From an optimization exercise on the open Yosys and OpenROAD flow, aimed at small area and few clock cycles per item; shortcuts taken in it are not production practice. Only simulation tests tie the RTL to the original design; equivalence was not proved.

==> design/flow/design.v <==
module cordic_pipe #(
    parameter int unsigned DATA_WIDTH  = 16,
    parameter int unsigned ANGLE_WIDTH = 32,
    parameter int unsigned ITERATIONS  = 16,
    parameter int unsigned GUARD_BITS  = 2,
    parameter int unsigned TAG_WIDTH   = 8
) (
    input  logic                    i_clk,
    input  logic                    i_resetn,
    input  logic                    i_valid,
    output logic                    o_inReady,
    input  logic                    i_mode,
    input  logic [DATA_WIDTH-1:0]   i_xIn,
    input  logic [DATA_WIDTH-1:0]   i_yIn,
    input  logic [ANGLE_WIDTH-1:0]  i_angle,
    input  logic [TAG_WIDTH-1:0]    i_tag,
    output logic                    o_valid,
    input  logic                    i_outReady,
    output logic [DATA_WIDTH+1:0]   o_xOut,
    output logic [DATA_WIDTH+1:0]   o_yOut,
    output logic [ANGLE_WIDTH-1:0]  o_zOut,
    output logic [TAG_WIDTH-1:0]    o_tag,
    output logic                    o_mode
);
    localparam int W = 20;
    localparam int N = 16;
    logic en;
    assign en = i_outReady | ~o_valid;
    assign o_inReady = en;
    logic signed [W-1:0] x_q [1:N];
    logic signed [W-1:0] y_q [1:N];
    logic [31:0]         z_q [1:N];
    logic [7:0]          t_q [1:N];
    logic [N:1]          m_q;
    logic [N:1]          v_q;
    logic signed [W-1:0] xe, ye, px, py;
    logic [31:0] pz;
    logic d0;
    assign xe = {{(W-16){i_xIn[15]}}, i_xIn} <<< 2;
    assign ye = {{(W-16){i_yIn[15]}}, i_yIn} <<< 2;
    always_comb begin
        px = xe; py = ye; pz = i_angle;
        if (i_mode) begin
            pz = '0;
            if (xe[W-1]) begin
                if (!ye[W-1]) begin px = ye; py = -xe; pz = 32'h40000000; end
                else begin px = -ye; py = xe; pz = 32'hc0000000; end
            end
        end else begin
            case (i_angle[31:30])
                2'b01: begin px = -ye; py = xe; pz = i_angle - 32'h40000000; end
                2'b10: begin px = ye; py = -xe; pz = i_angle + 32'h40000000; end
                default: ;
            endcase
        end
    end
    assign d0 = i_mode ? py[W-1] : ~pz[31];
    logic signed [W-1:0] x_d [1:N];
    logic signed [W-1:0] y_d [1:N];
    logic [31:0]         z_d [1:N];
    assign x_d[1] = (px + (py ^ {W{d0}}) + {{(W-1){1'b0}}, d0});
    assign y_d[1] = (py + (px ^ {W{~d0}}) + {{(W-1){1'b0}}, ~d0});
    assign z_d[1] = (pz + (d0 ? 32'he0000000 : 32'h20000000));
    logic d1;
    logic signed [W-1:0] xs1, ys1;
    assign d1 = m_q[1] ? y_q[1][W-1] : ~z_q[1][31];
    assign xs1 = x_q[1] >>> 1;
    assign ys1 = y_q[1] >>> 1;
    assign x_d[2] = (x_q[1] + (ys1 ^ {W{d1}}) + {{(W-1){1'b0}}, d1});
    assign y_d[2] = (y_q[1] + (xs1 ^ {W{~d1}}) + {{(W-1){1'b0}}, ~d1});
    assign z_d[2] = (z_q[1] + (d1 ? 32'hed1bfae2 : 32'h12e4051e));
    logic d2;
    logic signed [W-1:0] xs2, ys2;
    assign d2 = m_q[2] ? y_q[2][W-1] : ~z_q[2][31];
    assign xs2 = x_q[2] >>> 2;
    assign ys2 = y_q[2] >>> 2;
    assign x_d[3] = (x_q[2] + (ys2 ^ {W{d2}}) + {{(W-1){1'b0}}, d2});
    assign y_d[3] = (y_q[2] + (xs2 ^ {W{~d2}}) + {{(W-1){1'b0}}, ~d2});
    assign z_d[3] = (z_q[2] + (d2 ? 32'hf604c7a5 : 32'h09fb385b));
    logic d3;
    logic signed [W-1:0] xs3, ys3;
    assign d3 = m_q[3] ? y_q[3][W-1] : ~z_q[3][31];
    assign xs3 = x_q[3] >>> 3;
    assign ys3 = y_q[3] >>> 3;
    assign x_d[4] = (x_q[3] + (ys3 ^ {W{d3}}) + {{(W-1){1'b0}}, d3});
    assign y_d[4] = (y_q[3] + (xs3 ^ {W{~d3}}) + {{(W-1){1'b0}}, ~d3});
    assign z_d[4] = (z_q[3] + (d3 ? 32'hfaeeee2c : 32'h051111d4));
    logic d4;
    logic signed [W-1:0] xs4, ys4;
    assign d4 = m_q[4] ? y_q[4][W-1] : ~z_q[4][31];
    assign xs4 = x_q[4] >>> 4;
    assign ys4 = y_q[4] >>> 4;
    assign x_d[5] = (x_q[4] + (ys4 ^ {W{d4}}) + {{(W-1){1'b0}}, d4});
    assign y_d[5] = (y_q[4] + (xs4 ^ {W{~d4}}) + {{(W-1){1'b0}}, ~d4});
    assign z_d[5] = (z_q[4] + (d4 ? 32'hfd74f2bd : 32'h028b0d43));
    logic d5;
    logic signed [W-1:0] xs5, ys5;
    assign d5 = m_q[5] ? y_q[5][W-1] : ~z_q[5][31];
    assign xs5 = x_q[5] >>> 5;
    assign ys5 = y_q[5] >>> 5;
    assign x_d[6] = (x_q[5] + (ys5 ^ {W{d5}}) + {{(W-1){1'b0}}, d5});
    assign y_d[6] = (y_q[5] + (xs5 ^ {W{~d5}}) + {{(W-1){1'b0}}, ~d5});
    assign z_d[6] = (z_q[5] + (d5 ? 32'hfeba281f : 32'h0145d7e1));
    logic d6;
    logic signed [W-1:0] xs6, ys6;
    assign d6 = m_q[6] ? y_q[6][W-1] : ~z_q[6][31];
    assign xs6 = x_q[6] >>> 6;
    assign ys6 = y_q[6] >>> 6;
    assign x_d[7] = (x_q[6] + (ys6 ^ {W{d6}}) + {{(W-1){1'b0}}, d6});
    assign y_d[7] = (y_q[6] + (xs6 ^ {W{~d6}}) + {{(W-1){1'b0}}, ~d6});
    assign z_d[7] = (z_q[6] + (d6 ? 32'hff5d09e2 : 32'h00a2f61e));
    logic d7;
    logic signed [W-1:0] xs7, ys7;
    assign d7 = m_q[7] ? y_q[7][W-1] : ~z_q[7][31];
    assign xs7 = x_q[7] >>> 7;
    assign ys7 = y_q[7] >>> 7;
    assign x_d[8] = (x_q[7] + (ys7 ^ {W{d7}}) + {{(W-1){1'b0}}, d7});
    assign y_d[8] = (y_q[7] + (xs7 ^ {W{~d7}}) + {{(W-1){1'b0}}, ~d7});
    assign z_d[8] = (z_q[7] + (d7 ? 32'hffae83ab : 32'h00517c55));
    logic d8;
    logic signed [W-1:0] xs8, ys8;
    assign d8 = m_q[8] ? y_q[8][W-1] : ~z_q[8][31];
    assign xs8 = x_q[8] >>> 8;
    assign ys8 = y_q[8] >>> 8;
    assign x_d[9] = (x_q[8] + (ys8 ^ {W{d8}}) + {{(W-1){1'b0}}, d8});
    assign y_d[9] = (y_q[8] + (xs8 ^ {W{~d8}}) + {{(W-1){1'b0}}, ~d8});
    assign z_d[9] = (z_q[8] + (d8 ? 32'hffd741ad : 32'h0028be53));
    logic d9;
    logic signed [W-1:0] xs9, ys9;
    assign d9 = m_q[9] ? y_q[9][W-1] : ~z_q[9][31];
    assign xs9 = x_q[9] >>> 9;
    assign ys9 = y_q[9] >>> 9;
    assign x_d[10] = (x_q[9] + (ys9 ^ {W{d9}}) + {{(W-1){1'b0}}, d9});
    assign y_d[10] = (y_q[9] + (xs9 ^ {W{~d9}}) + {{(W-1){1'b0}}, ~d9});
    assign z_d[10] = (z_q[9] + (d9 ? 32'hffeba0d1 : 32'h00145f2f));
    logic d10;
    logic signed [W-1:0] xs10, ys10;
    assign d10 = m_q[10] ? y_q[10][W-1] : ~z_q[10][31];
    assign xs10 = x_q[10] >>> 10;
    assign ys10 = y_q[10] >>> 10;
    assign x_d[11] = (x_q[10] + (ys10 ^ {W{d10}}) + {{(W-1){1'b0}}, d10});
    assign y_d[11] = (y_q[10] + (xs10 ^ {W{~d10}}) + {{(W-1){1'b0}}, ~d10});
    assign z_d[11] = (z_q[10] + (d10 ? 32'hfff5d068 : 32'h000a2f98));
    logic d11;
    logic signed [W-1:0] xs11, ys11;
    assign d11 = m_q[11] ? y_q[11][W-1] : ~z_q[11][31];
    assign xs11 = x_q[11] >>> 11;
    assign ys11 = y_q[11] >>> 11;
    assign x_d[12] = (x_q[11] + (ys11 ^ {W{d11}}) + {{(W-1){1'b0}}, d11});
    assign y_d[12] = (y_q[11] + (xs11 ^ {W{~d11}}) + {{(W-1){1'b0}}, ~d11});
    assign z_d[12] = (z_q[11] + (d11 ? 32'hfffae834 : 32'h000517cc));
    logic d12;
    logic signed [W-1:0] xs12, ys12;
    assign d12 = m_q[12] ? y_q[12][W-1] : ~z_q[12][31];
    assign xs12 = x_q[12] >>> 12;
    assign ys12 = y_q[12] >>> 12;
    assign x_d[13] = (x_q[12] + (ys12 ^ {W{d12}}) + {{(W-1){1'b0}}, d12});
    assign y_d[13] = (y_q[12] + (xs12 ^ {W{~d12}}) + {{(W-1){1'b0}}, ~d12});
    assign z_d[13] = (z_q[12] + (d12 ? 32'hfffd741a : 32'h00028be6));
    logic d13;
    logic signed [W-1:0] xs13, ys13;
    assign d13 = m_q[13] ? y_q[13][W-1] : ~z_q[13][31];
    assign xs13 = x_q[13] >>> 13;
    assign ys13 = y_q[13] >>> 13;
    assign x_d[14] = (x_q[13] + (ys13 ^ {W{d13}}) + {{(W-1){1'b0}}, d13});
    assign y_d[14] = (y_q[13] + (xs13 ^ {W{~d13}}) + {{(W-1){1'b0}}, ~d13});
    assign z_d[14] = (z_q[13] + (d13 ? 32'hfffeba0d : 32'h000145f3));
    logic d14;
    logic signed [W-1:0] xs14, ys14;
    assign d14 = m_q[14] ? y_q[14][W-1] : ~z_q[14][31];
    assign xs14 = x_q[14] >>> 14;
    assign ys14 = y_q[14] >>> 14;
    assign x_d[15] = (x_q[14] + (ys14 ^ {W{d14}}) + {{(W-1){1'b0}}, d14});
    assign y_d[15] = (y_q[14] + (xs14 ^ {W{~d14}}) + {{(W-1){1'b0}}, ~d14});
    assign z_d[15] = (z_q[14] + (d14 ? 32'hffff5d06 : 32'h0000a2fa));
    logic d15;
    logic signed [W-1:0] xs15, ys15;
    assign d15 = m_q[15] ? y_q[15][W-1] : ~z_q[15][31];
    assign xs15 = x_q[15] >>> 15;
    assign ys15 = y_q[15] >>> 15;
    assign x_d[16] = (x_q[15] + (ys15 ^ {W{d15}}) + {{(W-1){1'b0}}, d15});
    assign y_d[16] = (y_q[15] + (xs15 ^ {W{~d15}}) + {{(W-1){1'b0}}, ~d15});
    assign z_d[16] = (z_q[15] + (d15 ? 32'hffffae83 : 32'h0000517d));
    always_ff @(posedge i_clk or negedge i_resetn) begin
        if (!i_resetn) v_q <= '0;
        else if (en) v_q <= {v_q[N-1:1], i_valid};
    end
    always_ff @(posedge i_clk) begin
        if (en) begin
            m_q <= {m_q[N-1:1], i_mode};
            t_q[1] <= i_tag;
            for (int k = 1; k <= N; k++) begin
                x_q[k] <= x_d[k];
                y_q[k] <= y_d[k];
                z_q[k] <= z_d[k];
            end
            for (int k = 2; k <= N; k++) t_q[k] <= t_q[k-1];
        end
    end
    assign o_valid = v_q[N];
    assign o_xOut  = x_q[N][W-1:2];
    assign o_yOut  = y_q[N][W-1:2];
    assign o_zOut  = z_q[N];
    assign o_tag   = t_q[N];
    assign o_mode  = m_q[N];
endmodule
==> design/flow/run.sh <==
#!/bin/bash
# synth_recipe.tcl (not shown) runs the flow's synth.tcl, then flattens the netlist and writes it again
# the make line also repeats each setting of config.mk as NAME=value (left out here)
make -C /OpenROAD-flow-scripts/flow DESIGN_CONFIG=/design/flow/config.mk WORK_HOME=/design/flow/orfs CLKGATE_MAP_FILE= SYNTH_SCRIPT=/design/flow/synth_recipe.tcl finish
==> design/flow/config.mk <==
export PLATFORM = sky130hd
export DESIGN_NAME = cordic_pipe
export DESIGN_NICKNAME = cordic_pipe
export VERILOG_FILES = /design/flow/design.v
export SDC_FILE = /design/flow/constraint.sdc
export NUM_CORES = 4
export LEC_CHECK = 0
export CAP_MARGIN = 20
export CORE_MARGIN = 2
export CORE_UTILIZATION = 40
export SLEW_MARGIN = 20
==> design/flow/constraint.sdc <==
create_clock -name core_clock -period 5.0 [get_ports {i_clk}]
set_input_delay 1.0000 -clock core_clock [delete_from_list [all_inputs] [get_ports {i_clk}]]
set_output_delay 1.0000 -clock core_clock [all_outputs]
set_load 0.01 [all_outputs]
==> notes.md <==
## sequential cells by signal (all words and copies together), names as in the netlist
signal  flops
y_q       315
m_q        16
v_q        16
t_q       128
z_q       512
x_q       315
## worst max-delay path: stages
cell and delay, ns:
sky130_fd_sc_hd__clkdlybuf4s50_1 0.44, sky130_fd_sc_hd__or3_4 0.40, sky130_fd_sc_hd__or3_1 0.39, sky130_fd_sc_hd__buf_4 0.17, sky130_fd_sc_hd__nor2_1 0.07, sky130_fd_sc_hd__o21ai_0 0.07, sky130_fd_sc_hd__a21oi_1 0.15, sky130_fd_sc_hd__a21oi_1 0.05
sky130_fd_sc_hd__o21ai_0 0.44, sky130_fd_sc_hd__ha_1 0.35, sky130_fd_sc_hd__a21o_1 0.19, sky130_fd_sc_hd__a21o_1 0.18, sky130_fd_sc_hd__a21o_1 0.19, sky130_fd_sc_hd__o21bai_1 0.17, sky130_fd_sc_hd__a21oi_1 0.25, sky130_fd_sc_hd__o21ai_1 0.12
sky130_fd_sc_hd__a41o_1 0.28, sky130_fd_sc_hd__o41ai_1 0.32, sky130_fd_sc_hd__xnor2_1 0.10
## synth_stat cells, types with 139 or more instances
| master | n |
|---|---|
| sky130_fd_sc_hd__o21a_1 | 191 |
| sky130_fd_sc_hd__inv_1 | 290 |
| sky130_fd_sc_hd__o21ai_0 | 360 |
| sky130_fd_sc_hd__a21o_1 | 280 |
| sky130_fd_sc_hd__xor2_1 | 349 |
| sky130_fd_sc_hd__nand2b_1 | 139 |
| sky130_fd_sc_hd__nand2_1 | 342 |
| sky130_fd_sc_hd__ha_1 | 1024 |
| sky130_fd_sc_hd__nor3_1 | 217 |
| sky130_fd_sc_hd__a21oi_1 | 699 |
| sky130_fd_sc_hd__xnor2_1 | 967 |
| sky130_fd_sc_hd__nor2b_1 | 161 |
| sky130_fd_sc_hd__nor2_1 | 693 |
| sky130_fd_sc_hd__edfxtp_1 | 1286 |
## worst max path at each step
stage,start,endpoint,slack [ns]
floorplan,i_outReady,o_inReady,-0.36
global placement,i_yIn[1],x_q[1][18],-0.65
detailed placement,i_yIn[1],x_q[1][18],-0.69
CTS,m_q[15],x_q[16][16],0.24
global route,m_q[15],x_q[16][16],0.009
finish,i_yIn[1],x_q[1][18],0.24
## layer usage
metal	up-vias	GRT usage [%]
li1	32748	-
met1	29547	16.9
met2	911	34.2
met3	429	2.04
met4	0	7.48
met5	-	0
## area by class of cell
class | count | area share (%)
inverters | 298 | 1.08
multi-input cells | 6783 | 49.1
clock inverters | 99 | 0.938
diodes | 1 | 0.00241
well taps | 3009 | 3.62
clock buffers | 185 | 3.87
repair buffers | 463 | 3.81
flip-flops and latches | 1302 | 37.5
## metrics by stage
step	setup TNS (ns)	setup WS, ns
2_1_floorplan	-0.988	-0.357
3_3_place_gp	-6.29	-0.652
3_5_place_dp	-6.36	-0.688
5_1_grt	0	0.00935
6_report	0	0.239
4_1_cts	0	0.241
## cells by family after synthesis
family | share of synthesized area, %
buffers and inverters | 1.63
AO/OA/AOI/OAI | 16.8
multiplexers | 0.336
adder cells (fa/ha/maj) | 14.9
AND/OR/NAND/NOR | 11.1
flip-flops | 42.6
XOR/XNOR | 12.6
==> notes.md <==
| Quantity | Value |
|---|---|
| Kind of end point of the critical path | register |
| Die Wd | 482 um |
| Total routed wirelength | 197000 um |
| Number of hold violations in the final report | 0 |
| Layout overhead on the synthesized area | 13.5% |
| IO Port Bufs | 155 |
| Weighted congestion at the end of routability-driven global placement | 0.899 |
| Synth cell types | 112 |
| Ratio of final minimum period to clock period | 95.2% |
| TritonCTS clock tree | yes |
| Initial core utilization | 40.2% |
| Worst hold path startpoint | t_q[4][1] |
| Flip-flop and latch count after synthesis | 1302 |
| Run status | finished clean |
| Endpoint of the worst hold path | t_q[5][1] |
| Fraction of the yosys area taken by sequential cells | 42.6% |
| First-pass GRT wire length | 322000 um |
| Data arrival, critical path | 5.33 ns |
| Clock skew after layout | 0.0364 ns |
| Synthesized instance count | 8477 |
| Endpoint of the most critical register-to-register path | x_q[16][16] |
| Post-DP HPWL | 155000 um |
| Floorplan die height | 482 um |
| Tightest Pin Transition | 1.17 ns |
| Normalized max-slew margin | 21.8% |
| Commonest cells after routing, fill and taps aside | sky130_fd_sc_hd__edfxtp_1, sky130_fd_sc_hd__ha_1, sky130_fd_sc_hd__xnor2_1 |
| RSZ-0062 raised after global routing | no |
| Multi-input gate area | 51100 um2 |
| Floorplan die area | 233000 um2 |
| Type of the worst setup path | primary input to register |
| Buffer count from post-CTS setup fixing | 0 |
| Type of the most critical hold path | register to register |
| Clock latency (worst-skew pair) | 0.83 ns |
| Iteration count of the initial detailed-routing pass | 7 |
| Number of enable-type register cells in the synthesized netlist | 1286 |
| Proportion of netlist area held by the largest area contributor | 42.2% |
| Post-CTS Resized | 0 |
| Fraction of final layout cells sized beyond drive strength 1 | 8.04% |
| Via count of the first global-routing pass | 65206 |
| Met3 wire len | 4850 um |
| Number of sinks driven by the clock tree | 1302 |
| Crit path max fanout | 4 |
| Remaining design rule violation count | 0 |
| Antenna violations before repair | 1 |
| Worst reg-to-reg path cell count | 15 |
| Maximum achievable frequency | 0.210 GHz |
| Overflow left after global routing | 0 |
| Detailed-route wire length per cell | 16.2 um |
| Wire length the detailed router placed on met1 | 75000 um |
| Final count of pins violating max slew | 0 |
| Initial DRC Count | 2875 |
| Cell count after placement | 11855 |
| Worst reg-to-reg setup slack | 0.35 ns |
| Detail-routed via count per cell | 5.24 |
| Top Layer Used | met4 |
| Boundary Pins | 156 |
| Number of CTS-inserted buffers | 156 |
| Post-layout instance area | 104000 um2 |
| Ys async rst share | 1.23% |
| Area of the core | 227000 um2 |
| DRT antenna net count | 0 |
| Total number of nets in the final design | 10147 |
| Dominant register cell in the synthesized netlist | sky130_fd_sc_hd__edfxtp_1 |
| Core occupancy in the finished layout | 45.7% |
| Clock Pin Slew Worst Setup and Hold Paths | 0.06 ns |
| Data required time at the worst endpoint | 5.57 ns |
| Total met2 wirelength after detailed routing | 109000 um |
| Nets in the synthesized netlist | 9620 |
| Final standard cell count with taps included and fillers excluded | 12140 |
| Overall Global Routing Usage | 16.9% |
| # hold bufs at CTS | 0 |
| Clock root buffer | sky130_fd_sc_hd__clkbuf_16 |
| # Max-Cap Violations | 0 |
| Pin count of the biggest net entering global routing | 183 |
| Most common cell after layout, fill and taps aside | sky130_fd_sc_hd__edfxtp_1 |
| Layout filler cell count | 20653 |
| Mapped cell area | 91500 um2 |
| Max Root-Sink Buffers | 3 |
| Post-DP Area | 98900 um2 |
| Vias after detailed routing | 63635 |
| Number of levels in the clock H-tree | 4 |
| Register Area | 39000 um2 |
| Launching element type of the critical path | primary input |
| Top cells by area, synth | sky130_fd_sc_hd__edfxtp_1, sky130_fd_sc_hd__ha_1, sky130_fd_sc_hd__xnor2_1 |
| Yosys warning total | 8 |
| Post-layout min period | 4.76 ns |
| Final-layout worst hold slack | 0.412 ns |
| Mean Syn Cell Area | 10.8 um2 |
| Final setup violation count | 0 |
| Number of stages on the worst hold path | 0 |
| Startpoint of the lowest-slack register-to-register path | m_q[15] |
| Std-Cell Rows | 175 |
| Area leader, netlist | sky130_fd_sc_hd__edfxtp_1 |
Testbench counts, summed over its fixed seeds: cycles 8,128, items 8,000.

==> afterwards: timing with drivers on the ports <==
Ports are ideal in the flow. The routed layout listed here was re-timed in OpenROAD.
Step 1 (the two cells are an assumption about what drives the block):
set clk [get_ports {i_clk}]
set_driving_cell -lib_cell sky130_fd_sc_hd__clkbuf_16 $clk
set_driving_cell -lib_cell sky130_fd_sc_hd__buf_2 [delete_from_list [all_inputs] $clk]
Step 2 times the ports against the registers' clock, not the clock port: input delays grow and output delays shrink by t, the midpoint of the rising clock arrivals with the driver on.
a / b / c = ideal / step 1 / step 2; a / b = the first two.
shift t [ns]: 0.891
setup WS [ns]: 0.239 / 0.306 / -0.586
clock arrival spread, ns: 0.049 / 0.049
slew at the worst register clock pin (ns): 0.06 / 0.06
pins driven straight from the clock port: 1
Met with ideal ports but missed after step 2: setup timing in this run. For this run, drivers alone change the setup slack by +0.067 ns; drivers and shift together by -0.825 ns.
